From an optimization exercise on the open Yosys and OpenROAD flow, aimed at small area, a short achievable clock period and few clock cycles per item; shortcuts taken in it are not production practice. Function was checked by simulation only, so behaviour that the tests miss may differ from the original.

==> flow/design.v <==
package pvpo_pkg;
	localparam int unsigned VOLT_W  = 15;
	localparam int unsigned CNT_W   = 16;
	localparam int unsigned POWER_W = 2 * VOLT_W;
	localparam logic [VOLT_W-1:0]  SEED_NUM     = VOLT_W'(218);
	localparam logic [POWER_W-1:0] MIN_POWER_UP = POWER_W'(120000);
	localparam logic [VOLT_W-1:0] RST_LOW_LIMIT   = '0;
	localparam logic [CNT_W-1:0]  RST_INTERVAL    = CNT_W'(25);
	localparam logic [VOLT_W-1:0] RST_STEP        = VOLT_W'(10);
	localparam logic [VOLT_W-1:0] RST_CURRENT_MIN = '0;
	localparam logic [CNT_W-1:0]  RST_FILTER      = CNT_W'(250);
endpackage
import pvpo_pkg::*;
module pvpo_core (
	input  logic [VOLT_W-1:0]  low_limit,
	input  logic [VOLT_W-1:0]  step,
	input  logic [CNT_W-1:0]   filter,
	input  logic [VOLT_W-1:0]  ref_q,
	input  logic [CNT_W-1:0]   stall_q,
	input  logic               do_seed,      
	input  logic               do_pause,     
	input  logic               do_eval,      
	input  logic               do_disturb,   
	input  logic               pge,          
	input  logic               up_trend,     
	input  logic               chg_low,      
	input  logic [VOLT_W-1:0]  load,         
	input  logic [CNT_W-1:0]   volt_step,    
	output logic               ref_we,
	output logic [VOLT_W-1:0]  ref_d,
	output logic               stall_we,
	output logic [CNT_W-1:0]   stall_d,
	output logic               forced
);
	logic              at_low;
	logic              go_up;
	logic [CNT_W-1:0]  up_sum;
	logic [CNT_W:0]    dn_diff;
	logic [VOLT_W-1:0] up_ref;
	logic [VOLT_W-1:0] dn_ref;
	logic [VOLT_W-1:0] eval_ref;
	logic              stall;
	logic [CNT_W-1:0]  stall_inc;
	logic              trip_inc;
	logic              trip_zero;
	assign at_low  = (ref_q <= low_limit);
	assign go_up   = at_low ? pge : up_trend;
	assign up_sum  = CNT_W'(ref_q) + CNT_W'(step);
	assign dn_diff = (CNT_W+1)'(ref_q) - (CNT_W+1)'(step);
	always_comb begin
		if (up_sum < CNT_W'(low_limit))
			up_ref = low_limit;
		else if (up_sum[CNT_W-1])
			up_ref = '1;
		else
			up_ref = up_sum[VOLT_W-1:0];
		if (dn_diff[CNT_W] || (dn_diff[VOLT_W-1:0] < low_limit))
			dn_ref = low_limit;
		else
			dn_ref = dn_diff[VOLT_W-1:0];
		if (at_low && !pge)
			eval_ref = low_limit;
		else if (go_up)
			eval_ref = up_ref;
		else
			eval_ref = dn_ref;
	end
	assign stall     = (CNT_W'(ref_q) > volt_step) && chg_low;
	assign stall_inc = stall_q + CNT_W'(1);
	assign trip_inc  = (stall_inc >= filter);
	assign trip_zero = (filter == '0);
	assign forced    = do_disturb && (stall ? trip_inc : trip_zero);
	assign stall_we  = do_disturb;
	assign stall_d   = (forced || !stall) ? '0 : stall_inc;
	assign ref_we = do_seed || do_pause || do_eval || forced;
	always_comb begin
		if (do_eval)
			ref_d = eval_ref;
		else
			ref_d = load;
	end
endmodule
module pvpo_mul_tree (
	input  logic [14:0] a,
	input  logic [14:0] b,
	output logic [29:0] row_a,
	output logic [29:0] row_b
);
	logic [14:0] pp [15];
	logic t1, t2, t3, t4, t5, t6, t7, t8, t9, t10, t11, t12, t13, t14, t15, t16, t17, t18, t19, t20, t21, t22, t23, t24, t25, t26, t27, t28, t29, t30, t31, t32, t33, t34, t35, t36, t37, t38, t39, t40, t41, t42, t43, t44, t45, t46, t47, t48, t49, t50, t51, t52, t53, t54, t55, t56, t57, t58, t59, t60, t61, t62, t63, t64, t65, t66, t67, t68, t69, t70, t71, t72, t73, t74, t75, t76, t77, t78, t79, t80, t81, t82, t83, t84, t85, t86, t87, t88, t89, t90, t91, t92, t93, t94, t95, t96, t97, t98, t99, t100, t101, t102, t103, t104, t105, t106, t107, t108, t109, t110, t111, t112, t113, t114, t115, t116, t117, t118, t119, t120, t121, t122, t123, t124, t125, t126, t127, t128, t129, t130, t131, t132, t133, t134, t135, t136, t137, t138, t139, t140, t141, t142, t143, t144, t145, t146, t147, t148, t149, t150, t151, t152, t153, t154, t155, t156, t157, t158, t159, t160, t161, t162, t163, t164, t165, t166, t167, t168, t169, t170, t171, t172, t173, t174, t175, t176, t177, t178, t179, t180, t181, t182, t183, t184, t185, t186, t187, t188, t189, t190, t191, t192, t193, t194, t195, t196, t197, t198, t199, t200, t201, t202, t203, t204, t205, t206, t207, t208, t209, t210, t211, t212, t213, t214, t215, t216, t217, t218, t219, t220, t221, t222, t223, t224, t225, t226, t227, t228, t229, t230, t231, t232, t233, t234, t235, t236, t237, t238, t239, t240, t241, t242, t243, t244, t245, t246, t247, t248, t249, t250, t251, t252, t253, t254, t255, t256, t257, t258, t259, t260, t261, t262, t263, t264, t265, t266, t267, t268, t269, t270, t271, t272, t273, t274, t275, t276, t277, t278, t279, t280, t281, t282, t283, t284, t285, t286, t287, t288, t289, t290, t291, t292, t293, t294, t295, t296, t297, t298, t299, t300, t301, t302, t303, t304, t305, t306, t307, t308, t309, t310, t311, t312, t313, t314, t315, t316, t317, t318, t319, t320, t321, t322, t323, t324, t325, t326, t327, t328, t329, t330, t331, t332, t333, t334, t335, t336, t337, t338, t339, t340, t341, t342, t343, t344, t345, t346, t347, t348, t349, t350, t351, t352, t353, t354, t355, t356, t357, t358, t359, t360, t361, t362, t363, t364;
	always_comb for (int i = 0; i < 15; i++) pp[i] = b & {15{a[i]}};
	assign t1 = pp[0][13] ^ pp[1][12];
	assign t2 = pp[0][13] & pp[1][12];
	assign t3 = pp[0][14] ^ pp[1][13] ^ pp[2][12];
	assign t4 = (pp[0][14] & pp[1][13]) | (pp[0][14] & pp[2][12]) | (pp[1][13] & pp[2][12]);
	assign t5 = pp[3][11] ^ pp[4][10];
	assign t6 = pp[3][11] & pp[4][10];
	assign t7 = pp[1][14] ^ pp[2][13] ^ pp[3][12];
	assign t8 = (pp[1][14] & pp[2][13]) | (pp[1][14] & pp[3][12]) | (pp[2][13] & pp[3][12]);
	assign t9 = pp[4][11] ^ pp[5][10];
	assign t10 = pp[4][11] & pp[5][10];
	assign t11 = pp[2][14] ^ pp[3][13] ^ pp[4][12];
	assign t12 = (pp[2][14] & pp[3][13]) | (pp[2][14] & pp[4][12]) | (pp[3][13] & pp[4][12]);
	assign t13 = pp[0][9] ^ pp[1][8];
	assign t14 = pp[0][9] & pp[1][8];
	assign t15 = pp[0][10] ^ pp[1][9] ^ pp[2][8];
	assign t16 = (pp[0][10] & pp[1][9]) | (pp[0][10] & pp[2][8]) | (pp[1][9] & pp[2][8]);
	assign t17 = pp[3][7] ^ pp[4][6];
	assign t18 = pp[3][7] & pp[4][6];
	assign t19 = pp[0][11] ^ pp[1][10] ^ pp[2][9];
	assign t20 = (pp[0][11] & pp[1][10]) | (pp[0][11] & pp[2][9]) | (pp[1][10] & pp[2][9]);
	assign t21 = pp[3][8] ^ pp[4][7] ^ pp[5][6];
	assign t22 = (pp[3][8] & pp[4][7]) | (pp[3][8] & pp[5][6]) | (pp[4][7] & pp[5][6]);
	assign t23 = pp[6][5] ^ pp[7][4];
	assign t24 = pp[6][5] & pp[7][4];
	assign t25 = pp[0][12] ^ pp[1][11] ^ pp[2][10];
	assign t26 = (pp[0][12] & pp[1][11]) | (pp[0][12] & pp[2][10]) | (pp[1][11] & pp[2][10]);
	assign t27 = pp[3][9] ^ pp[4][8] ^ pp[5][7];
	assign t28 = (pp[3][9] & pp[4][8]) | (pp[3][9] & pp[5][7]) | (pp[4][8] & pp[5][7]);
	assign t29 = pp[6][6] ^ pp[7][5] ^ pp[8][4];
	assign t30 = (pp[6][6] & pp[7][5]) | (pp[6][6] & pp[8][4]) | (pp[7][5] & pp[8][4]);
	assign t31 = pp[9][3] ^ pp[10][2];
	assign t32 = pp[9][3] & pp[10][2];
	assign t33 = pp[2][11] ^ pp[3][10] ^ pp[4][9];
	assign t34 = (pp[2][11] & pp[3][10]) | (pp[2][11] & pp[4][9]) | (pp[3][10] & pp[4][9]);
	assign t35 = pp[5][8] ^ pp[6][7] ^ pp[7][6];
	assign t36 = (pp[5][8] & pp[6][7]) | (pp[5][8] & pp[7][6]) | (pp[6][7] & pp[7][6]);
	assign t37 = pp[8][5] ^ pp[9][4] ^ pp[10][3];
	assign t38 = (pp[8][5] & pp[9][4]) | (pp[8][5] & pp[10][3]) | (pp[9][4] & pp[10][3]);
	assign t39 = pp[11][2] ^ pp[12][1] ^ pp[13][0];
	assign t40 = (pp[11][2] & pp[12][1]) | (pp[11][2] & pp[13][0]) | (pp[12][1] & pp[13][0]);
	assign t41 = pp[5][9] ^ pp[6][8] ^ pp[7][7];
	assign t42 = (pp[5][9] & pp[6][8]) | (pp[5][9] & pp[7][7]) | (pp[6][8] & pp[7][7]);
	assign t43 = pp[8][6] ^ pp[9][5] ^ pp[10][4];
	assign t44 = (pp[8][6] & pp[9][5]) | (pp[8][6] & pp[10][4]) | (pp[9][5] & pp[10][4]);
	assign t45 = pp[11][3] ^ pp[12][2] ^ pp[13][1];
	assign t46 = (pp[11][3] & pp[12][2]) | (pp[11][3] & pp[13][1]) | (pp[12][2] & pp[13][1]);
	assign t47 = pp[14][0] ^ t2 ^ t3;
	assign t48 = (pp[14][0] & t2) | (pp[14][0] & t3) | (t2 & t3);
	assign t49 = pp[6][9] ^ pp[7][8] ^ pp[8][7];
	assign t50 = (pp[6][9] & pp[7][8]) | (pp[6][9] & pp[8][7]) | (pp[7][8] & pp[8][7]);
	assign t51 = pp[9][6] ^ pp[10][5] ^ pp[11][4];
	assign t52 = (pp[9][6] & pp[10][5]) | (pp[9][6] & pp[11][4]) | (pp[10][5] & pp[11][4]);
	assign t53 = pp[12][3] ^ pp[13][2] ^ pp[14][1];
	assign t54 = (pp[12][3] & pp[13][2]) | (pp[12][3] & pp[14][1]) | (pp[13][2] & pp[14][1]);
	assign t55 = t4 ^ t6 ^ t7;
	assign t56 = (t4 & t6) | (t4 & t7) | (t6 & t7);
	assign t57 = pp[5][11] ^ pp[6][10] ^ pp[7][9];
	assign t58 = (pp[5][11] & pp[6][10]) | (pp[5][11] & pp[7][9]) | (pp[6][10] & pp[7][9]);
	assign t59 = pp[8][8] ^ pp[9][7] ^ pp[10][6];
	assign t60 = (pp[8][8] & pp[9][7]) | (pp[8][8] & pp[10][6]) | (pp[9][7] & pp[10][6]);
	assign t61 = pp[11][5] ^ pp[12][4] ^ pp[13][3];
	assign t62 = (pp[11][5] & pp[12][4]) | (pp[11][5] & pp[13][3]) | (pp[12][4] & pp[13][3]);
	assign t63 = pp[14][2] ^ t8 ^ t10;
	assign t64 = (pp[14][2] & t8) | (pp[14][2] & t10) | (t8 & t10);
	assign t65 = pp[3][14] ^ pp[4][13] ^ pp[5][12];
	assign t66 = (pp[3][14] & pp[4][13]) | (pp[3][14] & pp[5][12]) | (pp[4][13] & pp[5][12]);
	assign t67 = pp[6][11] ^ pp[7][10] ^ pp[8][9];
	assign t68 = (pp[6][11] & pp[7][10]) | (pp[6][11] & pp[8][9]) | (pp[7][10] & pp[8][9]);
	assign t69 = pp[9][8] ^ pp[10][7] ^ pp[11][6];
	assign t70 = (pp[9][8] & pp[10][7]) | (pp[9][8] & pp[11][6]) | (pp[10][7] & pp[11][6]);
	assign t71 = pp[12][5] ^ pp[13][4] ^ pp[14][3];
	assign t72 = (pp[12][5] & pp[13][4]) | (pp[12][5] & pp[14][3]) | (pp[13][4] & pp[14][3]);
	assign t73 = pp[4][14] ^ pp[5][13] ^ pp[6][12];
	assign t74 = (pp[4][14] & pp[5][13]) | (pp[4][14] & pp[6][12]) | (pp[5][13] & pp[6][12]);
	assign t75 = pp[7][11] ^ pp[8][10] ^ pp[9][9];
	assign t76 = (pp[7][11] & pp[8][10]) | (pp[7][11] & pp[9][9]) | (pp[8][10] & pp[9][9]);
	assign t77 = pp[10][8] ^ pp[11][7] ^ pp[12][6];
	assign t78 = (pp[10][8] & pp[11][7]) | (pp[10][8] & pp[12][6]) | (pp[11][7] & pp[12][6]);
	assign t79 = pp[5][14] ^ pp[6][13] ^ pp[7][12];
	assign t80 = (pp[5][14] & pp[6][13]) | (pp[5][14] & pp[7][12]) | (pp[6][13] & pp[7][12]);
	assign t81 = pp[8][11] ^ pp[9][10] ^ pp[10][9];
	assign t82 = (pp[8][11] & pp[9][10]) | (pp[8][11] & pp[10][9]) | (pp[9][10] & pp[10][9]);
	assign t83 = pp[6][14] ^ pp[7][13] ^ pp[8][12];
	assign t84 = (pp[6][14] & pp[7][13]) | (pp[6][14] & pp[8][12]) | (pp[7][13] & pp[8][12]);
	assign t85 = pp[0][6] ^ pp[1][5];
	assign t86 = pp[0][6] & pp[1][5];
	assign t87 = pp[0][7] ^ pp[1][6] ^ pp[2][5];
	assign t88 = (pp[0][7] & pp[1][6]) | (pp[0][7] & pp[2][5]) | (pp[1][6] & pp[2][5]);
	assign t89 = pp[3][4] ^ pp[4][3];
	assign t90 = pp[3][4] & pp[4][3];
	assign t91 = pp[0][8] ^ pp[1][7] ^ pp[2][6];
	assign t92 = (pp[0][8] & pp[1][7]) | (pp[0][8] & pp[2][6]) | (pp[1][7] & pp[2][6]);
	assign t93 = pp[3][5] ^ pp[4][4] ^ pp[5][3];
	assign t94 = (pp[3][5] & pp[4][4]) | (pp[3][5] & pp[5][3]) | (pp[4][4] & pp[5][3]);
	assign t95 = pp[6][2] ^ pp[7][1];
	assign t96 = pp[6][2] & pp[7][1];
	assign t97 = pp[2][7] ^ pp[3][6] ^ pp[4][5];
	assign t98 = (pp[2][7] & pp[3][6]) | (pp[2][7] & pp[4][5]) | (pp[3][6] & pp[4][5]);
	assign t99 = pp[5][4] ^ pp[6][3] ^ pp[7][2];
	assign t100 = (pp[5][4] & pp[6][3]) | (pp[5][4] & pp[7][2]) | (pp[6][3] & pp[7][2]);
	assign t101 = pp[8][1] ^ pp[9][0] ^ t13;
	assign t102 = (pp[8][1] & pp[9][0]) | (pp[8][1] & t13) | (pp[9][0] & t13);
	assign t103 = pp[5][5] ^ pp[6][4] ^ pp[7][3];
	assign t104 = (pp[5][5] & pp[6][4]) | (pp[5][5] & pp[7][3]) | (pp[6][4] & pp[7][3]);
	assign t105 = pp[8][2] ^ pp[9][1] ^ pp[10][0];
	assign t106 = (pp[8][2] & pp[9][1]) | (pp[8][2] & pp[10][0]) | (pp[9][1] & pp[10][0]);
	assign t107 = t14 ^ t15 ^ t17;
	assign t108 = (t14 & t15) | (t14 & t17) | (t15 & t17);
	assign t109 = pp[8][3] ^ pp[9][2] ^ pp[10][1];
	assign t110 = (pp[8][3] & pp[9][2]) | (pp[8][3] & pp[10][1]) | (pp[9][2] & pp[10][1]);
	assign t111 = pp[11][0] ^ t16 ^ t18;
	assign t112 = (pp[11][0] & t16) | (pp[11][0] & t18) | (t16 & t18);
	assign t113 = t19 ^ t21 ^ t23;
	assign t114 = (t19 & t21) | (t19 & t23) | (t21 & t23);
	assign t115 = pp[11][1] ^ pp[12][0] ^ t20;
	assign t116 = (pp[11][1] & pp[12][0]) | (pp[11][1] & t20) | (pp[12][0] & t20);
	assign t117 = t22 ^ t24 ^ t25;
	assign t118 = (t22 & t24) | (t22 & t25) | (t24 & t25);
	assign t119 = t27 ^ t29 ^ t31;
	assign t120 = (t27 & t29) | (t27 & t31) | (t29 & t31);
	assign t121 = t1 ^ t26 ^ t28;
	assign t122 = (t1 & t26) | (t1 & t28) | (t26 & t28);
	assign t123 = t30 ^ t32 ^ t33;
	assign t124 = (t30 & t32) | (t30 & t33) | (t32 & t33);
	assign t125 = t35 ^ t37 ^ t39;
	assign t126 = (t35 & t37) | (t35 & t39) | (t37 & t39);
	assign t127 = t5 ^ t34 ^ t36;
	assign t128 = (t5 & t34) | (t5 & t36) | (t34 & t36);
	assign t129 = t38 ^ t40 ^ t41;
	assign t130 = (t38 & t40) | (t38 & t41) | (t40 & t41);
	assign t131 = t43 ^ t45 ^ t47;
	assign t132 = (t43 & t45) | (t43 & t47) | (t45 & t47);
	assign t133 = t9 ^ t42 ^ t44;
	assign t134 = (t9 & t42) | (t9 & t44) | (t42 & t44);
	assign t135 = t46 ^ t48 ^ t49;
	assign t136 = (t46 & t48) | (t46 & t49) | (t48 & t49);
	assign t137 = t51 ^ t53 ^ t55;
	assign t138 = (t51 & t53) | (t51 & t55) | (t53 & t55);
	assign t139 = t11 ^ t50 ^ t52;
	assign t140 = (t11 & t50) | (t11 & t52) | (t50 & t52);
	assign t141 = t54 ^ t56 ^ t57;
	assign t142 = (t54 & t56) | (t54 & t57) | (t56 & t57);
	assign t143 = t59 ^ t61 ^ t63;
	assign t144 = (t59 & t61) | (t59 & t63) | (t61 & t63);
	assign t145 = t12 ^ t58 ^ t60;
	assign t146 = (t12 & t58) | (t12 & t60) | (t58 & t60);
	assign t147 = t62 ^ t64 ^ t65;
	assign t148 = (t62 & t64) | (t62 & t65) | (t64 & t65);
	assign t149 = t67 ^ t69 ^ t71;
	assign t150 = (t67 & t69) | (t67 & t71) | (t69 & t71);
	assign t151 = pp[13][5] ^ pp[14][4] ^ t66;
	assign t152 = (pp[13][5] & pp[14][4]) | (pp[13][5] & t66) | (pp[14][4] & t66);
	assign t153 = t68 ^ t70 ^ t72;
	assign t154 = (t68 & t70) | (t68 & t72) | (t70 & t72);
	assign t155 = t73 ^ t75 ^ t77;
	assign t156 = (t73 & t75) | (t73 & t77) | (t75 & t77);
	assign t157 = pp[11][8] ^ pp[12][7] ^ pp[13][6];
	assign t158 = (pp[11][8] & pp[12][7]) | (pp[11][8] & pp[13][6]) | (pp[12][7] & pp[13][6]);
	assign t159 = pp[14][5] ^ t74 ^ t76;
	assign t160 = (pp[14][5] & t74) | (pp[14][5] & t76) | (t74 & t76);
	assign t161 = t78 ^ t79 ^ t81;
	assign t162 = (t78 & t79) | (t78 & t81) | (t79 & t81);
	assign t163 = pp[9][11] ^ pp[10][10] ^ pp[11][9];
	assign t164 = (pp[9][11] & pp[10][10]) | (pp[9][11] & pp[11][9]) | (pp[10][10] & pp[11][9]);
	assign t165 = pp[12][8] ^ pp[13][7] ^ pp[14][6];
	assign t166 = (pp[12][8] & pp[13][7]) | (pp[12][8] & pp[14][6]) | (pp[13][7] & pp[14][6]);
	assign t167 = t80 ^ t82 ^ t83;
	assign t168 = (t80 & t82) | (t80 & t83) | (t82 & t83);
	assign t169 = pp[7][14] ^ pp[8][13] ^ pp[9][12];
	assign t170 = (pp[7][14] & pp[8][13]) | (pp[7][14] & pp[9][12]) | (pp[8][13] & pp[9][12]);
	assign t171 = pp[10][11] ^ pp[11][10] ^ pp[12][9];
	assign t172 = (pp[10][11] & pp[11][10]) | (pp[10][11] & pp[12][9]) | (pp[11][10] & pp[12][9]);
	assign t173 = pp[13][8] ^ pp[14][7] ^ t84;
	assign t174 = (pp[13][8] & pp[14][7]) | (pp[13][8] & t84) | (pp[14][7] & t84);
	assign t175 = pp[8][14] ^ pp[9][13] ^ pp[10][12];
	assign t176 = (pp[8][14] & pp[9][13]) | (pp[8][14] & pp[10][12]) | (pp[9][13] & pp[10][12]);
	assign t177 = pp[11][11] ^ pp[12][10] ^ pp[13][9];
	assign t178 = (pp[11][11] & pp[12][10]) | (pp[11][11] & pp[13][9]) | (pp[12][10] & pp[13][9]);
	assign t179 = pp[9][14] ^ pp[10][13] ^ pp[11][12];
	assign t180 = (pp[9][14] & pp[10][13]) | (pp[9][14] & pp[11][12]) | (pp[10][13] & pp[11][12]);
	assign t181 = pp[0][4] ^ pp[1][3];
	assign t182 = pp[0][4] & pp[1][3];
	assign t183 = pp[0][5] ^ pp[1][4] ^ pp[2][3];
	assign t184 = (pp[0][5] & pp[1][4]) | (pp[0][5] & pp[2][3]) | (pp[1][4] & pp[2][3]);
	assign t185 = pp[3][2] ^ pp[4][1];
	assign t186 = pp[3][2] & pp[4][1];
	assign t187 = pp[2][4] ^ pp[3][3] ^ pp[4][2];
	assign t188 = (pp[2][4] & pp[3][3]) | (pp[2][4] & pp[4][2]) | (pp[3][3] & pp[4][2]);
	assign t189 = pp[5][1] ^ pp[6][0] ^ t85;
	assign t190 = (pp[5][1] & pp[6][0]) | (pp[5][1] & t85) | (pp[6][0] & t85);
	assign t191 = pp[5][2] ^ pp[6][1] ^ pp[7][0];
	assign t192 = (pp[5][2] & pp[6][1]) | (pp[5][2] & pp[7][0]) | (pp[6][1] & pp[7][0]);
	assign t193 = t86 ^ t87 ^ t89;
	assign t194 = (t86 & t87) | (t86 & t89) | (t87 & t89);
	assign t195 = pp[8][0] ^ t88 ^ t90;
	assign t196 = (pp[8][0] & t88) | (pp[8][0] & t90) | (t88 & t90);
	assign t197 = t91 ^ t93 ^ t95;
	assign t198 = (t91 & t93) | (t91 & t95) | (t93 & t95);
	assign t199 = t92 ^ t94 ^ t96;
	assign t200 = (t92 & t94) | (t92 & t96) | (t94 & t96);
	assign t201 = t97 ^ t99 ^ t101;
	assign t202 = (t97 & t99) | (t97 & t101) | (t99 & t101);
	assign t203 = t98 ^ t100 ^ t102;
	assign t204 = (t98 & t100) | (t98 & t102) | (t100 & t102);
	assign t205 = t103 ^ t105 ^ t107;
	assign t206 = (t103 & t105) | (t103 & t107) | (t105 & t107);
	assign t207 = t104 ^ t106 ^ t108;
	assign t208 = (t104 & t106) | (t104 & t108) | (t106 & t108);
	assign t209 = t109 ^ t111 ^ t113;
	assign t210 = (t109 & t111) | (t109 & t113) | (t111 & t113);
	assign t211 = t110 ^ t112 ^ t114;
	assign t212 = (t110 & t112) | (t110 & t114) | (t112 & t114);
	assign t213 = t115 ^ t117 ^ t119;
	assign t214 = (t115 & t117) | (t115 & t119) | (t117 & t119);
	assign t215 = t116 ^ t118 ^ t120;
	assign t216 = (t116 & t118) | (t116 & t120) | (t118 & t120);
	assign t217 = t121 ^ t123 ^ t125;
	assign t218 = (t121 & t123) | (t121 & t125) | (t123 & t125);
	assign t219 = t122 ^ t124 ^ t126;
	assign t220 = (t122 & t124) | (t122 & t126) | (t124 & t126);
	assign t221 = t127 ^ t129 ^ t131;
	assign t222 = (t127 & t129) | (t127 & t131) | (t129 & t131);
	assign t223 = t128 ^ t130 ^ t132;
	assign t224 = (t128 & t130) | (t128 & t132) | (t130 & t132);
	assign t225 = t133 ^ t135 ^ t137;
	assign t226 = (t133 & t135) | (t133 & t137) | (t135 & t137);
	assign t227 = t134 ^ t136 ^ t138;
	assign t228 = (t134 & t136) | (t134 & t138) | (t136 & t138);
	assign t229 = t139 ^ t141 ^ t143;
	assign t230 = (t139 & t141) | (t139 & t143) | (t141 & t143);
	assign t231 = t140 ^ t142 ^ t144;
	assign t232 = (t140 & t142) | (t140 & t144) | (t142 & t144);
	assign t233 = t145 ^ t147 ^ t149;
	assign t234 = (t145 & t147) | (t145 & t149) | (t147 & t149);
	assign t235 = t146 ^ t148 ^ t150;
	assign t236 = (t146 & t148) | (t146 & t150) | (t148 & t150);
	assign t237 = t151 ^ t153 ^ t155;
	assign t238 = (t151 & t153) | (t151 & t155) | (t153 & t155);
	assign t239 = t152 ^ t154 ^ t156;
	assign t240 = (t152 & t154) | (t152 & t156) | (t154 & t156);
	assign t241 = t157 ^ t159 ^ t161;
	assign t242 = (t157 & t159) | (t157 & t161) | (t159 & t161);
	assign t243 = t158 ^ t160 ^ t162;
	assign t244 = (t158 & t160) | (t158 & t162) | (t160 & t162);
	assign t245 = t163 ^ t165 ^ t167;
	assign t246 = (t163 & t165) | (t163 & t167) | (t165 & t167);
	assign t247 = t164 ^ t166 ^ t168;
	assign t248 = (t164 & t166) | (t164 & t168) | (t166 & t168);
	assign t249 = t169 ^ t171 ^ t173;
	assign t250 = (t169 & t171) | (t169 & t173) | (t171 & t173);
	assign t251 = pp[14][8] ^ t170 ^ t172;
	assign t252 = (pp[14][8] & t170) | (pp[14][8] & t172) | (t170 & t172);
	assign t253 = t174 ^ t175 ^ t177;
	assign t254 = (t174 & t175) | (t174 & t177) | (t175 & t177);
	assign t255 = pp[12][11] ^ pp[13][10] ^ pp[14][9];
	assign t256 = (pp[12][11] & pp[13][10]) | (pp[12][11] & pp[14][9]) | (pp[13][10] & pp[14][9]);
	assign t257 = t176 ^ t178 ^ t179;
	assign t258 = (t176 & t178) | (t176 & t179) | (t178 & t179);
	assign t259 = pp[10][14] ^ pp[11][13] ^ pp[12][12];
	assign t260 = (pp[10][14] & pp[11][13]) | (pp[10][14] & pp[12][12]) | (pp[11][13] & pp[12][12]);
	assign t261 = pp[13][11] ^ pp[14][10] ^ t180;
	assign t262 = (pp[13][11] & pp[14][10]) | (pp[13][11] & t180) | (pp[14][10] & t180);
	assign t263 = pp[11][14] ^ pp[12][13] ^ pp[13][12];
	assign t264 = (pp[11][14] & pp[12][13]) | (pp[11][14] & pp[13][12]) | (pp[12][13] & pp[13][12]);
	assign t265 = pp[0][3] ^ pp[1][2];
	assign t266 = pp[0][3] & pp[1][2];
	assign t267 = pp[2][2] ^ pp[3][1] ^ pp[4][0];
	assign t268 = (pp[2][2] & pp[3][1]) | (pp[2][2] & pp[4][0]) | (pp[3][1] & pp[4][0]);
	assign t269 = pp[5][0] ^ t182 ^ t183;
	assign t270 = (pp[5][0] & t182) | (pp[5][0] & t183) | (t182 & t183);
	assign t271 = t184 ^ t186 ^ t187;
	assign t272 = (t184 & t186) | (t184 & t187) | (t186 & t187);
	assign t273 = t188 ^ t190 ^ t191;
	assign t274 = (t188 & t190) | (t188 & t191) | (t190 & t191);
	assign t275 = t192 ^ t194 ^ t195;
	assign t276 = (t192 & t194) | (t192 & t195) | (t194 & t195);
	assign t277 = t196 ^ t198 ^ t199;
	assign t278 = (t196 & t198) | (t196 & t199) | (t198 & t199);
	assign t279 = t200 ^ t202 ^ t203;
	assign t280 = (t200 & t202) | (t200 & t203) | (t202 & t203);
	assign t281 = t204 ^ t206 ^ t207;
	assign t282 = (t204 & t206) | (t204 & t207) | (t206 & t207);
	assign t283 = t208 ^ t210 ^ t211;
	assign t284 = (t208 & t210) | (t208 & t211) | (t210 & t211);
	assign t285 = t212 ^ t214 ^ t215;
	assign t286 = (t212 & t214) | (t212 & t215) | (t214 & t215);
	assign t287 = t216 ^ t218 ^ t219;
	assign t288 = (t216 & t218) | (t216 & t219) | (t218 & t219);
	assign t289 = t220 ^ t222 ^ t223;
	assign t290 = (t220 & t222) | (t220 & t223) | (t222 & t223);
	assign t291 = t224 ^ t226 ^ t227;
	assign t292 = (t224 & t226) | (t224 & t227) | (t226 & t227);
	assign t293 = t228 ^ t230 ^ t231;
	assign t294 = (t228 & t230) | (t228 & t231) | (t230 & t231);
	assign t295 = t232 ^ t234 ^ t235;
	assign t296 = (t232 & t234) | (t232 & t235) | (t234 & t235);
	assign t297 = t236 ^ t238 ^ t239;
	assign t298 = (t236 & t238) | (t236 & t239) | (t238 & t239);
	assign t299 = t240 ^ t242 ^ t243;
	assign t300 = (t240 & t242) | (t240 & t243) | (t242 & t243);
	assign t301 = t244 ^ t246 ^ t247;
	assign t302 = (t244 & t246) | (t244 & t247) | (t246 & t247);
	assign t303 = t248 ^ t250 ^ t251;
	assign t304 = (t248 & t250) | (t248 & t251) | (t250 & t251);
	assign t305 = t252 ^ t254 ^ t255;
	assign t306 = (t252 & t254) | (t252 & t255) | (t254 & t255);
	assign t307 = t256 ^ t258 ^ t259;
	assign t308 = (t256 & t258) | (t256 & t259) | (t258 & t259);
	assign t309 = pp[14][11] ^ t260 ^ t262;
	assign t310 = (pp[14][11] & t260) | (pp[14][11] & t262) | (t260 & t262);
	assign t311 = pp[12][14] ^ pp[13][13] ^ pp[14][12];
	assign t312 = (pp[12][14] & pp[13][13]) | (pp[12][14] & pp[14][12]) | (pp[13][13] & pp[14][12]);
	assign t313 = pp[0][2] ^ pp[1][1];
	assign t314 = pp[0][2] & pp[1][1];
	assign t315 = pp[2][1] ^ pp[3][0] ^ t265;
	assign t316 = (pp[2][1] & pp[3][0]) | (pp[2][1] & t265) | (pp[3][0] & t265);
	assign t317 = t181 ^ t266 ^ t267;
	assign t318 = (t181 & t266) | (t181 & t267) | (t266 & t267);
	assign t319 = t185 ^ t268 ^ t269;
	assign t320 = (t185 & t268) | (t185 & t269) | (t268 & t269);
	assign t321 = t189 ^ t270 ^ t271;
	assign t322 = (t189 & t270) | (t189 & t271) | (t270 & t271);
	assign t323 = t193 ^ t272 ^ t273;
	assign t324 = (t193 & t272) | (t193 & t273) | (t272 & t273);
	assign t325 = t197 ^ t274 ^ t275;
	assign t326 = (t197 & t274) | (t197 & t275) | (t274 & t275);
	assign t327 = t201 ^ t276 ^ t277;
	assign t328 = (t201 & t276) | (t201 & t277) | (t276 & t277);
	assign t329 = t205 ^ t278 ^ t279;
	assign t330 = (t205 & t278) | (t205 & t279) | (t278 & t279);
	assign t331 = t209 ^ t280 ^ t281;
	assign t332 = (t209 & t280) | (t209 & t281) | (t280 & t281);
	assign t333 = t213 ^ t282 ^ t283;
	assign t334 = (t213 & t282) | (t213 & t283) | (t282 & t283);
	assign t335 = t217 ^ t284 ^ t285;
	assign t336 = (t217 & t284) | (t217 & t285) | (t284 & t285);
	assign t337 = t221 ^ t286 ^ t287;
	assign t338 = (t221 & t286) | (t221 & t287) | (t286 & t287);
	assign t339 = t225 ^ t288 ^ t289;
	assign t340 = (t225 & t288) | (t225 & t289) | (t288 & t289);
	assign t341 = t229 ^ t290 ^ t291;
	assign t342 = (t229 & t290) | (t229 & t291) | (t290 & t291);
	assign t343 = t233 ^ t292 ^ t293;
	assign t344 = (t233 & t292) | (t233 & t293) | (t292 & t293);
	assign t345 = t237 ^ t294 ^ t295;
	assign t346 = (t237 & t294) | (t237 & t295) | (t294 & t295);
	assign t347 = t241 ^ t296 ^ t297;
	assign t348 = (t241 & t296) | (t241 & t297) | (t296 & t297);
	assign t349 = t245 ^ t298 ^ t299;
	assign t350 = (t245 & t298) | (t245 & t299) | (t298 & t299);
	assign t351 = t249 ^ t300 ^ t301;
	assign t352 = (t249 & t300) | (t249 & t301) | (t300 & t301);
	assign t353 = t253 ^ t302 ^ t303;
	assign t354 = (t253 & t302) | (t253 & t303) | (t302 & t303);
	assign t355 = t257 ^ t304 ^ t305;
	assign t356 = (t257 & t304) | (t257 & t305) | (t304 & t305);
	assign t357 = t261 ^ t306 ^ t307;
	assign t358 = (t261 & t306) | (t261 & t307) | (t306 & t307);
	assign t359 = t263 ^ t308 ^ t309;
	assign t360 = (t263 & t308) | (t263 & t309) | (t308 & t309);
	assign t361 = t264 ^ t310 ^ t311;
	assign t362 = (t264 & t310) | (t264 & t311) | (t310 & t311);
	assign t363 = pp[13][14] ^ pp[14][13] ^ t312;
	assign t364 = (pp[13][14] & pp[14][13]) | (pp[13][14] & t312) | (pp[14][13] & t312);
	assign row_a = {1'b0, pp[14][14], t362, t360, t358, t356, t354, t352, t350, t348, t346, t344, t342, t340, t338, t336, t334, t332, t330, t328, t326, t324, t322, t320, t318, t316, t314, pp[2][0], pp[0][1], pp[0][0]};
	assign row_b = {1'b0, t364, t363, t361, t359, t357, t355, t353, t351, t349, t347, t345, t343, t341, t339, t337, t335, t333, t331, t329, t327, t325, t323, t321, t319, t317, t315, t313, pp[1][0], 1'b0};
endmodule
import pvpo_pkg::*;
module pv_perturb_observe_mppt (
	input  logic        clk,
	input  logic        arst_n,
	input  logic        sample_valid,
	output logic        sample_ready,
	input  logic [1:0]  sample_action,
	input  logic [14:0] sample_pv_voltage,
	input  logic [14:0] sample_pv_current,
	input  logic [14:0] sample_charge_current,
	input  logic        sample_pause,
	output logic        result_valid,
	input  logic        result_ready,
	output logic [14:0] result_voltage_ref,
	output logic        result_evaluated,
	output logic        result_forced_pulldown,
	input  logic        cfg_valid,
	output logic        cfg_ready,
	input  logic [2:0]  cfg_index,
	input  logic [15:0] cfg_data
);
	logic [VOLT_W-1:0] low_limit;
	logic [CNT_W-1:0]  interval;
	logic [VOLT_W-1:0] step;
	logic [VOLT_W-1:0] cur_min;
	logic [CNT_W-1:0]  filter;
	assign cfg_ready = 1'b1;
	always_ff @(posedge clk or negedge arst_n) begin
		if (!arst_n) begin
			low_limit <= RST_LOW_LIMIT;
			interval  <= RST_INTERVAL;
			step      <= RST_STEP;
			cur_min   <= RST_CURRENT_MIN;
			filter    <= RST_FILTER;
		end else if (cfg_valid) begin
			case (cfg_index)
				3'd0: low_limit <= cfg_data[VOLT_W-1:0];
				3'd1: interval  <= cfg_data[CNT_W-1:0];
				3'd2: step      <= cfg_data[VOLT_W-1:0];
				3'd3: cur_min   <= cfg_data[VOLT_W-1:0];
				3'd4: filter    <= cfg_data[CNT_W-1:0];
				default: begin
				end
			endcase
		end
	end
	logic              hv_q;    
	logic              en_q;    
	assign sample_ready = en_q;
	logic              s1_valid;
	logic [1:0]        s1_act;
	logic              s1_pause;
	logic              s1_chg;
	logic [VOLT_W-1:0] s1_v;
	logic [VOLT_W-1:0] s1_b;
	always_ff @(posedge clk or negedge arst_n) begin
		if (!arst_n)
			s1_valid <= 1'b0;
		else if (en_q)
			s1_valid <= sample_valid;
	end
	always_ff @(posedge clk) begin
		if (en_q) begin
			s1_act   <= sample_action;
			s1_pause <= sample_pause;
			s1_chg   <= (sample_charge_current < cur_min);
			s1_v     <= sample_pv_voltage;
			s1_b     <= sample_action[0] ? sample_pv_current : SEED_NUM;
		end
	end
	logic [POWER_W-1:0] row_a;
	logic [POWER_W-1:0] row_b;
	logic [CNT_W-1:0]   tick_q;
	logic [CNT_W-1:0]   tick_inc;
	logic               s1_tick;
	logic               s1_eval;
	pvpo_mul_tree u_mul (
		.a     (s1_v),
		.b     (s1_b),
		.row_a (row_a),
		.row_b (row_b)
	);
	assign s1_tick  = (s1_act == 2'd1);
	assign tick_inc = tick_q + CNT_W'(1);
	assign s1_eval  = s1_tick && !s1_pause && (tick_inc >= interval);
	always_ff @(posedge clk or negedge arst_n) begin
		if (!arst_n)
			tick_q <= '0;
		else if (en_q && s1_valid && s1_tick)
			tick_q <= (s1_pause || s1_eval) ? '0 : tick_inc;
	end
	logic                s2_valid;
	logic                s2_init;
	logic                s2_pause;
	logic                s2_eval;
	logic                s2_dist;
	logic                s2_chg;
	logic [VOLT_W-1:0]   s2_v;
	logic [POWER_W-1:0]  s2_ra;
	logic [POWER_W-1:0]  s2_rb;
	always_ff @(posedge clk or negedge arst_n) begin
		if (!arst_n)
			s2_valid <= 1'b0;
		else if (en_q)
			s2_valid <= s1_valid;
	end
	always_ff @(posedge clk) begin
		if (en_q) begin
			s2_init  <= (s1_act == 2'd0);
			s2_pause <= s1_tick && s1_pause;
			s2_eval  <= s1_eval;
			s2_dist  <= (s1_act == 2'd2);
			s2_chg   <= s1_chg;
			s2_v     <= s1_v;
			s2_ra    <= row_a;
			s2_rb    <= row_b;
		end
	end
	logic [CNT_W-1:0]   prev_v_q;
	logic [POWER_W-1:0] prev_p_q;
	logic               prev_p_zero_q;
	logic               go2;
	logic [POWER_W-1:0] power;
	logic [POWER_W:0]   fall_sum;
	logic [VOLT_W-1:0]  seed_raw;
	logic [VOLT_W-1:0]  seed;
	logic [CNT_W-1:0]   volt_step;
	logic               pfell;
	logic               v_gt;
	logic               v_eq;
	assign go2   = en_q && s2_valid;
	assign power = s2_ra + s2_rb;
	assign fall_sum = {1'b0, s2_ra} + {1'b0, s2_rb} + {1'b0, ~prev_p_q} + (POWER_W+1)'(1);
	assign pfell    = !prev_p_zero_q && !fall_sum[POWER_W];
	assign seed_raw  = power[VOLT_W+7:8];
	assign seed      = (seed_raw < low_limit) ? low_limit : seed_raw;
	assign volt_step = CNT_W'(s2_v) + CNT_W'(step);
	assign v_gt      = (CNT_W'(s2_v) > prev_v_q);
	assign v_eq      = (CNT_W'(s2_v) == prev_v_q);
	always_ff @(posedge clk or negedge arst_n) begin
		if (!arst_n) begin
			prev_v_q      <= '0;
			prev_p_zero_q <= 1'b1;
		end else if (go2) begin
			if (s2_init)
				prev_v_q <= CNT_W'(seed);
			else if (s2_pause)
				prev_v_q <= volt_step;
			else if (s2_eval)
				prev_v_q <= CNT_W'(s2_v);
			if (s2_init || s2_pause)
				prev_p_zero_q <= 1'b1;
			else if (s2_eval)
				prev_p_zero_q <= 1'b0;
		end
	end
	always_ff @(posedge clk) begin
		if (go2 && s2_eval)
			prev_p_q <= power;
	end
	logic                s3_valid;
	logic                s3_init;
	logic                s3_pause;
	logic                s3_eval;
	logic                s3_dist;
	logic                s3_chg;
	logic                s3_pge;
	logic                s3_up;
	logic [VOLT_W-1:0]   s3_load;    
	logic [CNT_W-1:0]    s3_vstep;   
	always_ff @(posedge clk or negedge arst_n) begin
		if (!arst_n)
			s3_valid <= 1'b0;
		else if (en_q)
			s3_valid <= s2_valid;
	end
	always_ff @(posedge clk) begin
		if (en_q) begin
			s3_init  <= s2_init;
			s3_pause <= s2_pause;
			s3_eval  <= s2_eval;
			s3_dist  <= s2_dist;
			s3_chg   <= s2_chg;
			s3_pge   <= (power >= MIN_POWER_UP);
			s3_up    <= pfell ? !(v_gt || v_eq) : v_gt;
			s3_load  <= s2_pause ? s2_v : seed;
			s3_vstep <= volt_step;
		end
	end
	logic [VOLT_W-1:0]  ref_q;
	logic [CNT_W-1:0]   stall_q;
	logic               go;
	logic               ref_we;
	logic [VOLT_W-1:0]  ref_d;
	logic               stall_we;
	logic [CNT_W-1:0]   stall_d;
	logic               forced;
	assign go = en_q && s3_valid;
	pvpo_core u_core (
		.low_limit  (low_limit),
		.step       (step),
		.filter     (filter),
		.ref_q      (ref_q),
		.stall_q    (stall_q),
		.do_seed    (s3_init),
		.do_pause   (s3_pause),
		.do_eval    (s3_eval),
		.do_disturb (s3_dist),
		.pge        (s3_pge),
		.up_trend   (s3_up),
		.chg_low    (s3_chg),
		.load       (s3_load),
		.volt_step  (s3_vstep),
		.ref_we     (ref_we),
		.ref_d      (ref_d),
		.stall_we   (stall_we),
		.stall_d    (stall_d),
		.forced     (forced)
	);
	always_ff @(posedge clk or negedge arst_n) begin
		if (!arst_n) begin
			ref_q   <= '0;
			stall_q <= '0;
		end else if (go) begin
			if (ref_we)
				ref_q <= ref_d;
			if (stall_we)
				stall_q <= stall_d;
		end
	end
	logic [VOLT_W+1:0] res_new;
	logic [VOLT_W+1:0] head_q;
	logic [VOLT_W+1:0] skid_q;
	logic              take;
	assign res_new = {(ref_we ? ref_d : ref_q), s3_eval, forced};
	assign take    = hv_q && result_ready;
	always_ff @(posedge clk or negedge arst_n) begin
		if (!arst_n) begin
			hv_q <= 1'b0;
			en_q <= 1'b1;
		end else begin
			if (!hv_q)
				hv_q <= go;
			else if (take && en_q)
				hv_q <= go;
			en_q <= en_q ? !(hv_q && !take && go) : take;
		end
	end
	always_ff @(posedge clk) begin
		if (!en_q) begin
			if (take)
				head_q <= skid_q;
		end else if (go && (!hv_q || take)) begin
			head_q <= res_new;
		end
		if (en_q && go && hv_q && !take)
			skid_q <= res_new;
	end
	assign result_valid           = hv_q;
	assign result_voltage_ref     = head_q[VOLT_W+1:2];
	assign result_evaluated       = head_q[1];
	assign result_forced_pulldown = head_q[0];
endmodule
==> flow/flow/run.sh <==
#!/bin/bash
# Standard ORFS layout, with the timing repair steps aiming for extra setup slack.
# The clock period and all constraints stay the design's; only the repair target changes.
set -euo pipefail
MARGIN=$(cat flow/margin.txt)
bash standard.sh SETUP_SLACK_MARGIN=$MARGIN finish > flow_standard.log 2>&1
==> flow/flow/margin.txt <==
7
==> flow/standard.sh <==
#!/bin/bash
# synth_recipe.tcl (not shown) runs the flow's synth.tcl, then flattens the netlist and writes it again
# the make line also repeats each setting of config.mk as NAME=value (left out here)
make -C /OpenROAD-flow-scripts/flow DESIGN_CONFIG=/design/flow/config.mk WORK_HOME=/design/flow/orfs CLKGATE_MAP_FILE= SYNTH_SCRIPT=/design/flow/synth_recipe.tcl "${@:-finish}"
==> flow/config.mk <==
export PLATFORM = sky130hd
export DESIGN_NAME = pv_perturb_observe_mppt
export DESIGN_NICKNAME = pv_perturb_observe_mppt
export VERILOG_FILES = /design/flow/design.v
export SDC_FILE = /design/flow/constraint.sdc
export NUM_CORES = 4
export LEC_CHECK = 0
export CAP_MARGIN = 20
export CORE_MARGIN = 2
export CORE_UTILIZATION = 40
export SLEW_MARGIN = 20
==> flow/constraint.sdc <==
create_clock -name core_clock -period 11.5 [get_ports {clk}]
set_input_delay 2.3000 -clock core_clock [delete_from_list [all_inputs] [get_ports {clk}]]
set_output_delay 2.3000 -clock core_clock [all_outputs]
set_load 0.01 [all_outputs]
==> results of run 1 <==
## metrics by stage
| step | cell area (µm²) | utilization, % | std cells | hold WS [ps] |
|---|---|---|---|---|
| final | 33300 | 47.39 | 3970 | 429.5 |
| after global routing | 33300 | 47.39 | 3970 | 453.6 |
| after CTS | 32630 | 46.43 | 3943 | 430.6 |
| after detailed placement | 30530 | 43.44 | 3826 | 415.3 |
| after global placement | 30530 | 43.44 | 3826 | 421.2 |
| after floorplan | 28610 | - | 2876 | 400.3 |
## cell usage after synthesis (all sizes together) (7+ instances only)
library cell	n
nand3	60
edfxtp	213
a21o	62
dfrtp	133
a211oi	24
nor3	18
fa	200
inv	411
nor4b	8
a21oi	133
or2	12
xor2	27
mux2	49
dfstp	13
nand4	24
clkbuf	93
o211ai	20
o21bai	9
nand3b	8
nor2	113
and2	192
nor2b	29
o21a	12
buf	11
xnor2	54
a221o	7
a31oi	30
o221ai	11
nor3b	10
ha	250
nand2b	28
o21ai	193
mux2i	16
nor4	9
nand2	253
o31ai	15
and3	18
a2111oi	7
## cells by family (layout without fill, tap and decap cells)
logic type / after synthesis / count (layout)
AND/OR/NAND/NOR: 810 / 811
AO/OA/AOI/OAI: 594 / 594
buffers and inverters: 516 / 669
adder cells (fa/ha/maj): 450 / 450
flip-flops: 359 / 359
XOR/XNOR: 81 / 81
multiplexers: 65 / 65
other: 1 / 1
## critical path: stages (launching register included)
cell and delay, ps:
dfrtp_2 460, ha_4 280, or4_4 510, or4_4 440
a21oi_4 210, nor4b_4 90, o21ba_2 210, or2_4 240
ha_4 270, o211ai_1 80, o21bai_1 170, a21oi_2 90
a31oi_4 200, or2_4 240, buf_4 140, nand3_4 70
o221ai_4 190, o211ai_2 110, mux2_2 280
## registers in the layout, summed over array words and instances (netlist names), 15 cells and up
register,cells
prev_p_q,30
s2_ra,29
s2_rb,28
head_q,17
skid_q,17
filter,16
interval,16
prev_v_q,16
s3_vstep,16
stall_q,16
tick_q,16
cur_min,15
low_limit,15
ref_q,15
s1_b,15
s1_v,15
s2_v,15
s3_load,15
step,15
## per-layer routing
layer / part of all wire (%) / vias up / track usage, %
met2: 46 / 683 / 34.77
met1: 45 / 10524 / 30.03
met4: 2.7 / 0 / 6.883
met3: 5.5 / 118 / 2.680
li1: - / 10057 / -
met5: 0 / - / 0
## cell usage in the layout, fill, tap and decap left out, types with 19 or more instances in the layout
| cell type | instances |
|---|---|
| clkbuf_16 | 45 |
| mux2_2 | 32 |
| inv_1 | 405 |
| buf_4 | 79 |
| xor2_1 | 23 |
| o21ai_1 | 30 |
| fa_1 | 198 |
| nand2b_1 | 28 |
| ha_1 | 230 |
| nor2b_1 | 29 |
| nor2_1 | 103 |
| dfrtp_1 | 125 |
| clkdlybuf4s50_1 | 89 |
| o21ai_0 | 156 |
| edfxtp_1 | 213 |
| a21o_1 | 62 |
| nand2_1 | 251 |
| a21oi_1 | 116 |
| xnor2_1 | 47 |
| a31oi_1 | 29 |
| nand3_1 | 58 |
| o211ai_1 | 19 |
| and2_1 | 192 |
| nand4_1 | 24 |
## path summary, 6_finish.rpt
check	endpoint	slack, ps	cells past startpoint
min	s3_dist	430	0
min in group asynchronous	stall_q[1]	1740	1
max in group asynchronous	prev_v_q[1]	8340	2
min reg2reg	s3_dist	430	0
max	head_q[11]	6960	18
max reg2reg	head_q[11]	6960	18
## layout make-up
class	instances	area share [%]
Multi-Input combinational cell	2002	52.30
Tap cell	940	3.531
Clock buffer	51	3.479
Inverter	412	4.643
Clock inverter	33	1.097
Sequential cell	359	30.27
Timing Repair Buffer	173	4.689
## what timing repair did
action	4_1_cts	5_1_grt
resized for setup	76	107
hold buffers	0	0
endpoints found under the setup margin	76	85
gates cloned	2	0
buffers inserted	31	27
pin swaps	32	75
==> flow_summary.json, run 1 <==
{
  "avgSynthCellArea_um2": 9.922,
  "htree_levels": 2,
  "drc": 0,
  "drtIter0Drc": 1544,
  "die_h_um": 271.1,
  "antenna_left": 0,
  "ys_async_sr_fraction_pct": 40.67,
  "max_freq_mhz": 220.3,
  "wl_per_cell_um": 20.02,
  "fin_crit_ps": 4538,
  "crit_fanout": 6,
  "cts_tree": "done",
  "antenna_found_initial": 0,
  "clk_pin_slew_ps": 60,
  "fillers": 6350,
  "finalHoldViolCount": 0,
  "ys_ff_latch": 359,
  "hold_class": "reg -> reg",
  "clk_latency_ps": 600,
  "dpl.hpwl_mm": 59.07,
  "synth_edf_count": 213,
  "multiInputGateArea_um2": 17420,
  "final_layout_size_suffix_gt1_share_pct": 12.38,
  "grt_util_all_layers_pct": 21.51,
  "cp-end-kind": "register",
  "r2r_start": "ref_q[7]",
  "finalSetupViolCount": 0,
  "synthesis.nets": 3398,
  "grt.overflow.total": 0,
  "initial_core_util_pct": 40.61,
  "rows": 97,
  "worst_slack_ps": 6962,
  "yosys.area.top_type": "edfxtp_1",
  "dr.pass1.iters": 5,
  "critPathArrivalTime_ps": 4890,
  "ys_dominant_reg_cell": "edfxtp_1",
  "route.vias.total": 21382,
  "dieArea_um2": 73490,
  "cts-buffers-inserted": 45,
  "yosysTopAreaCellShare_pct": 22.41,
  "synth_mux_area_share_pct": 2.495,
  "cp.required_ps": 11850,
  "cts-root-buf": "clkbuf_16",
  "synth_fa_ha_area_share_pct": 24.99,
  "area_delta_synth_final_pct": 16.71,
  "slew_viol_final": 0,
  "rsz0062_at_grt": "yes",
  "min_period_over_period_pct": 39.46,
  "final-seq-area_um2": 10080,
  "critPathKind": "reg -> reg",
  "start_kind": "register",
  "core_um2": 70270,
  "clock_sinks": 359,
  "drt_wl_total_mm": 79.48,
  "syn_area_um2": 28540,
  "startpoint": "ref_q[7]",
  "pre_cts_ws_ps": 6269,
  "synth_xor_area_share_pct": 2.486,
  "place.gp.congestion": 0.9507,
  "synth.area.top_cells": "edfxtp_1 22%, fa_1 14%, dfrtp_1 12%, ha_1 11%, inv_1 5.4%",
  "status": "complete, no violations",
  "maxSlewHeadroom_pct": 40.63,
  "finalNetCount": 3515,
  "drv_cap": 0,
  "synthCells": 2876,
  "port_buffers": 90,
  "io_pins": 92,
  "synth-simple-area-share_pct": 14.58,
  "diodes": 0,
  "synth_top_family_by_area": "adder cells",
  "clock_path_buffers": 3,
  "yosysUniqueCellTypes": 85,
  "skew_ps": 25.37,
  "hp-start": "s2_dist",
  "via_per_inst": 5.386,
  "grt_pass1_vias": 21791,
  "yosysSeqAreaShare_pct": 35.27,
  "fin_tns_setup_ps": 0,
  "grt_start_max_net_pins": 84,
  "synth_compound_area_share_pct": 13.30,
  "grt_pass1_wl_mm": 123.9,
  "yosysWarnings": 4,
  "die_w_um": 271.1,
  "tightest_slew_ps": 868.2
}
Testbench counts, summed over its fixed seeds: cycles 12,115, items 12,083.
==> run 2: changes to the inputs <==
==> flow/flow/run.sh (replaced) <==
#!/bin/bash
# Standard ORFS layout (the standard.sh), with extra make settings read from
# flow/knobs.txt: the timing repair aims for extra setup slack and the port buffers use a
# plain buffer cell. The clock period and all constraints stay the design's.
set -euo pipefail
mapfile -t KNOBS < <(grep -v '^#' flow/knobs.txt | grep .)
bash standard.sh "${KNOBS[@]}" finish > flow_standard.log 2>&1
==> flow/flow/knobs.txt (new file) <==
SETUP_SLACK_MARGIN=7
BUFFER_PORTS_ARGS=-buffer_cell sky130_fd_sc_hd__buf_2
removed: flow/flow/margin.txt
==> flow_summary.json, run 2 <==
{
  "core_um2": 70270,
  "final_common_cell": "inv_1",
  "drt_wl_total_mm": 80.81,
  "synth_xor_area_share_pct": 2.486,
  "cts-buffers-inserted": 44,
  "clock_sinks": 359,
  "crit_fanout": 6,
  "fillers": 6506,
  "grt_util_all_layers_pct": 21.65,
  "avgSynthCellArea_um2": 9.922,
  "synth_edf_count": 213,
  "grt_pass1_wl_mm": 125.7,
  "fin_tns_setup_ps": 0,
  "reg_top3": "prev_p_q x30, s2_ra x29, s2_rb x28",
  "skew_ps": 32.67,
  "clk_latency_ps": 600,
  "finalNetCount": 3537,
  "drtIter0Drc": 1535,
  "synthesis.nets": 3398,
  "port_buffers": 90,
  "yosysMostFrequentCell": "inv_1",
  "cp-end-kind": "register",
  "ctsHoldBuffers": 0,
  "finalSetupViolCount": 0,
  "critPathKind": "reg -> reg",
  "grt_start_max_net_pins": 100,
  "synthCells": 2876,
  "syn_area_um2": 28540,
  "start_kind": "register",
  "yosysUniqueCellTypes": 85,
  "slew_viol_final": 0,
  "initial_core_util_pct": 40.61,
  "regMostFlops": "prev_p_q",
  "place.gp.congestion": 0.9632,
  "min_period_over_period_pct": 40.57,
  "synth.area.top_cells": "edfxtp_1 22%, fa_1 14%, dfrtp_1 12%, ha_1 11%, inv_1 5.4%",
  "max_freq_mhz": 214.3,
  "yosysWarnings": 4,
  "fin_crit_ps": 4666,
  "via_per_inst": 5.442,
  "dieArea_um2": 73490,
  "hold_class": "reg -> reg",
  "dp.cells": 3825,
  "ys_ff_latch": 359,
  "route.vias.total": 21721,
  "yosysTopAreaCellShare_pct": 22.41,
  "die_h_um": 271.1,
  "critPathArrivalTime_ps": 4990,
  "wl_per_cell_um": 20.25,
  "clock_path_buffers": 3,
  "dpl.hpwl_mm": 59.35,
  "dpl_cell_area_um2": 30070,
  "synth_top_family_by_area": "adder cells",
  "largest_reg_flops": 30,
  "yosys.area.top_type": "edfxtp_1",
  "rsz0062_at_grt": "yes",
  "cp.required_ps": 11820,
  "final_cell_mix": "405 x inv_1, 250 x nand2_1, 229 x ha_1, 213 x edfxtp_1, 198 x fa_1",
  "yosysSeqAreaShare_pct": 35.27,
  "synth-simple-area-share_pct": 14.58,
  "io_pins": 92,
  "hold-worst-slack_ps": 425.7,
  "drv_cap": 0,
  "synth_compound_area_share_pct": 13.30,
  "final_layout_size_suffix_gt1_share_pct": 16.03,
  "ys_async_sr_fraction_pct": 40.67,
  "antenna_found_initial": 1,
  "area_delta_synth_final_pct": 15.88,
  "final_core_util_pct": 47.06,
  "rows": 97,
  "drc": 0,
  "maxSlewHeadroom_pct": 24.19,
  "grt.overflow.total": 0,
  "ys_dominant_reg_cell": "edfxtp_1",
  "clk_pin_slew_ps": 60,
  "synth_fa_ha_area_share_pct": 24.99,
  "tightest_slew_ps": 1133,
  "stdcell_area_um2": 33070,
  "dr.pass1.iters": 5,
  "die_w_um": 271.1,
  "synth_mux_area_share_pct": 2.495,
  "diodes": 0,
  "status": "complete, no violations",
  "ys_top_cells_by_count": "411 x inv_1, 253 x nand2_1, 250 x ha_1",
  "htree_levels": 2,
  "layout.cells.non_filler": 3991,
  "cts-root-buf": "clkbuf_16",
  "finalHoldViolCount": 0,
  "antenna_left": 0,
  "cts_tree": "done",
  "grt_pass1_vias": 22212
}
-- run 2: cell count changes in the layout (fill, tap and decap cells not counted), sizes merged, moves of 4 or more --
cell	delta
clkdlybuf4s50	-89
bufinv	-4
buf	+110
clkinvlp	-4
clkbuf	+20
clkinv	-14
-- run 2: worst paths after layout --
| path | startpoint | endpoint | slack (ps) | cells past startpoint |
|---|---|---|---|---|
| min in group asynchronous | arst_n | stall_q[11] | 1820 | 1 |
| max | ref_q[8] | head_q[10] | 6830 | 19 |
| min | s2_chg | s3_chg | 430 | 0 |
| max in group asynchronous | arst_n | prev_v_q[9] | 8380 | 2 |
| max reg2reg | ref_q[8] | head_q[10] | 6830 | 19 |
| min reg2reg | s2_chg | s3_chg | 430 | 0 |
-- run 2: final cells by class --
cell class / count / area [µm²] / share of cell area (%)
Multi-Input combinational cell: 2003 / 17500 / 52.91
Timing Repair Buffer: 195 / 1310 / 3.962
Clock inverter: 12 / 167.7 / 0.5070
Clock buffer: 70 / 1290 / 3.901
Sequential cell: 359 / 10080 / 30.49
Inverter: 412 / 1546 / 4.677
Tap cell: 940 / 1176 / 3.557
-- run 2: critical path: stages (launching register included) --
cell	delay, ps
dfrtp_2	440
ha_4	250
or4_4	530
or4_4	440
a21oi_4	200
nor4b_4	90
o21ba_2	210
or2_4	230
ha_4	260
o211ai_1	90
o21bai_1	230
a21oi_2	120
a31oi_4	220
or2_4	230
buf_4	130
buf_6	80
mux2i_1	200
a21oi_1	110
a21oi_2	210
o221ai_1	120
-- run 2: layer usage --
metal | share of wire, % | track usage [%] | up-vias
li1 | - | - | 10094
met1 | 45 | 29.51 | 10799
met2 | 47 | 35.76 | 671
met3 | 5.5 | 2.920 | 157
met4 | 3.3 | 6.781 | 0
met5 | 0 | 0 | -
-- run 2: timing repair --
item / 4_1_cts / 5_1_grt
cloned: 2 / 1
endpoints found under the hold margin: 0 / 0
endpoints found under the setup margin: 75 / 76
pin swaps: 23 / 91
resized for setup: 78 / 124
setup buffers: 28 / 53
-- run 2: through the flow --
step / setup WS (ps)
after global routing: 6743
after detailed placement: 6166
after floorplan: 7057
final: 6834
after global placement: 6252
after CTS: 6980
-- run 2: kinds of logic after synthesis --
| kind of cell | Yosys count |
|---|---|
| xor gates and xnor gates | 81 |
| muxes | 65 |
| DFF | 359 |
| AOI/OAI and AO/OA | 594 |
| adders and majority gates | 450 |
| and+or+nand+nor | 810 |
| other | 1 |
| buffers and inverters | 516 |
==> run 3: changes to the inputs <==
==> flow/flow/knobs.txt (replaced) <==
SETUP_SLACK_MARGIN=6
BUFFER_PORTS_ARGS=-buffer_cell sky130_fd_sc_hd__buf_2
==> flow_summary.json, run 3 <==
{
  "dieArea_um2": 73490,
  "dr.pass1.iters": 5,
  "dp.cells": 3822,
  "status": "complete, no violations",
  "critPathMaxStageDelay_ps": 560,
  "grt_start_max_net_pins": 158,
  "cp_cell_sequence": "ha_1, or4_1, or4_1, a21oi_2, nor4b_2, o21ba_2, or2_2, ha_1, o211ai_1, o21bai_1, a21oi_1, a31oi_1, or2_4, mux2i_1, a21oi_1, a21oi_1, o221ai_1",
  "grt.overflow.total": 0,
  "finalSetupViolCount": 0,
  "cts-root-buf": "clkbuf_16",
  "tightest_slew_ps": 1064,
  "antenna_left": 0,
  "diodes": 0,
  "synth_xor_area_share_pct": 2.486,
  "port_buffers": 90,
  "synth_mux_area_share_pct": 2.495,
  "yosys.area.top_type": "edfxtp_1",
  "max_freq_mhz": 188.1,
  "cts-buffers-inserted": 46,
  "htree_levels": 2,
  "via_per_inst": 5.394,
  "synth_fa_ha_area_share_pct": 24.99,
  "worstPathBufferInverterCount": 0,
  "fin_tns_setup_ps": 0,
  "place.gp.congestion": 0.9718,
  "cp_common_cell": "a21oi_1",
  "ys_top_cells_by_count": "411 x inv_1, 253 x nand2_1, 250 x ha_1",
  "syn_area_um2": 28540,
  "synth-simple-area-share_pct": 14.58,
  "wl_per_cell_um": 20.11,
  "cpLargestDelayFamily": "simple AND/OR/NAND/NOR gates",
  "core_um2": 70270,
  "yosysWarnings": 4,
  "crit_fanout": 12,
  "rsz0062_at_grt": "yes",
  "cts_tree": "done",
  "antenna_found_initial": 0,
  "ctsHoldBuffers": 0,
  "drc": 0,
  "final_cell_mix": "411 x inv_1, 253 x nand2_1, 250 x ha_1, 213 x edfxtp_1, 200 x fa_1",
  "reg_top3": "prev_p_q x30, s2_ra x29, s2_rb x28",
  "yosysSeqAreaShare_pct": 35.27,
  "synthesis.nets": 3398,
  "drtIter0Drc": 1664,
  "ys_dominant_reg_cell": "edfxtp_1",
  "yosysTopAreaCellShare_pct": 22.41,
  "avgSynthCellArea_um2": 9.922,
  "slew_viol_final": 0,
  "cp.required_ps": 11830,
  "finalHoldViolCount": 0,
  "synth.area.top_cells": "edfxtp_1 22%, fa_1 14%, dfrtp_1 12%, ha_1 11%, inv_1 5.4%",
  "final_common_cell": "inv_1",
  "io_pins": 92,
  "grt_pass1_wl_mm": 123.6,
  "stdcell_area_um2": 31720,
  "dpl_cell_area_um2": 30000,
  "synth_compound_area_share_pct": 13.30,
  "largest_reg_flops": 30,
  "ys_ff_latch": 359,
  "drt_wl_total_mm": 78.59,
  "clk_latency_ps": 600,
  "synth_top_family_by_area": "adder cells",
  "critPathKind": "reg -> reg",
  "yosysMostFrequentCell": "inv_1",
  "yosysUniqueCellTypes": 85,
  "synthCells": 2876,
  "dpl.hpwl_mm": 60.24,
  "clock_sinks": 359,
  "ys_async_sr_fraction_pct": 40.67,
  "die_w_um": 271.1,
  "clk_pin_slew_ps": 60,
  "hold-worst-slack_ps": 416.6,
  "initial_core_util_pct": 40.61,
  "fin_crit_ps": 5317,
  "start_kind": "register",
  "area_delta_synth_final_pct": 11.14,
  "rows": 97,
  "die_h_um": 271.1,
  "cp-end-kind": "register",
  "layout.cells.non_filler": 3908,
  "grt_util_all_layers_pct": 21.47,
  "cp_slowest_cell": "or4_1",
  "min_period_over_period_pct": 46.23,
  "critPathArrivalTime_ps": 5650,
  "hold_class": "reg -> reg",
  "maxSlewHeadroom_pct": 29.01,
  "finalNetCount": 3454,
  "route.vias.total": 21080,
  "clock_path_buffers": 3,
  "final_layout_size_suffix_gt1_share_pct": 9.973,
  "synth_edf_count": 213,
  "grt_pass1_vias": 21631,
  "skew_ps": 28.92,
  "drv_cap": 0,
  "regMostFlops": "prev_p_q"
}
==> run 3: area by class of cell <==
class,instances,area [µm²]
Clock inverter,30,409.1
Multi-Input combinational cell,2001,16640
Fill cell,6591,38560
Timing Repair Buffer,112,634.4
Tap cell,940,1176
Inverter,412,1546
Clock buffer,54,1242
Sequential cell,359,10070
==> run 3: through the flow <==
stage          worst slack [ps]  utilization, %
2_1_floorplan              6603               -
3_3_place_gp               6054           42.69
3_5_place_dp               5992           42.69
4_1_cts                    6167           45.06
5_1_grt                    5963           45.13
6_report                   6183           45.13
==> run 3: layer usage <==
metal | GRT usage, % | part of all wire, % | up-vias
li1 | - | - | 9934
met1 | 29.06 | 45 | 10381
met2 | 35.30 | 46 | 598
met3 | 2.583 | 4.9 | 167
met4 | 8.068 | 3.9 | 0
met5 | 0 | 0 | -
==> run 3: repair_timing <==
action	CTS	global route
pin swaps	0	2
resized for setup	2	6
setup endpoints to repair	3	46
cloned	0	0
setup buffers	0	2
==> run 3: logic make-up after synthesis <==
group / count (synthesis)
XOR/XNOR: 81
flip-flops: 359
AO/OA/AOI/OAI: 594
adder cells (fa/ha/maj): 450
other: 1
buffers and inverters: 516
AND/OR/NAND/NOR: 810
multiplexers: 65
==> run 3: worst paths after layout <==
kind,start,to,slack [ps],cells after the start
setup reg to reg,ref_q[8],head_q[10],6180,17
hold reg to reg,s1_chg,s2_chg,420,0
max in group asynchronous,arst_n,prev_v_q[0],8660,2
min in group asynchronous,arst_n,filter[9],1620,1
hold / removal,s1_chg,s2_chg,420,0
setup / recovery,ref_q[8],head_q[10],6180,17

separate check: timing with driven ports:
In the flow no input, the clock included, has a driving cell. The finished layouts below were timed again as built, in two steps.
Step 1, drivers: a clkbuf_16 drives clk and a buf_2 each remaining input, both assumed.
Step 2 times the ports against the registers' clock, not the clock port: input delays grow and output delays shrink by t, the midpoint of the rising clock arrivals with the driver on.
a / b / c = ideal ports / drivers / drivers and shift; a / b = the first two.
run	t, ns	slack for setup (ns)	worst data-port slew with drivers (ns)	cell pins on the clock port's net
run 1	0.649	6.962 / 6.962 / 6.891	0.06	1
run 2	0.649	6.834 / 6.834 / 6.834	0.05	1
run 3	0.648	6.183 / 6.183 / 6.183	0.06	1
After both steps every run listed still meets setup and hold. The setup slack of run 1, which loses most, moves by 0.000 ns with the drivers and by -0.071 ns with both steps.
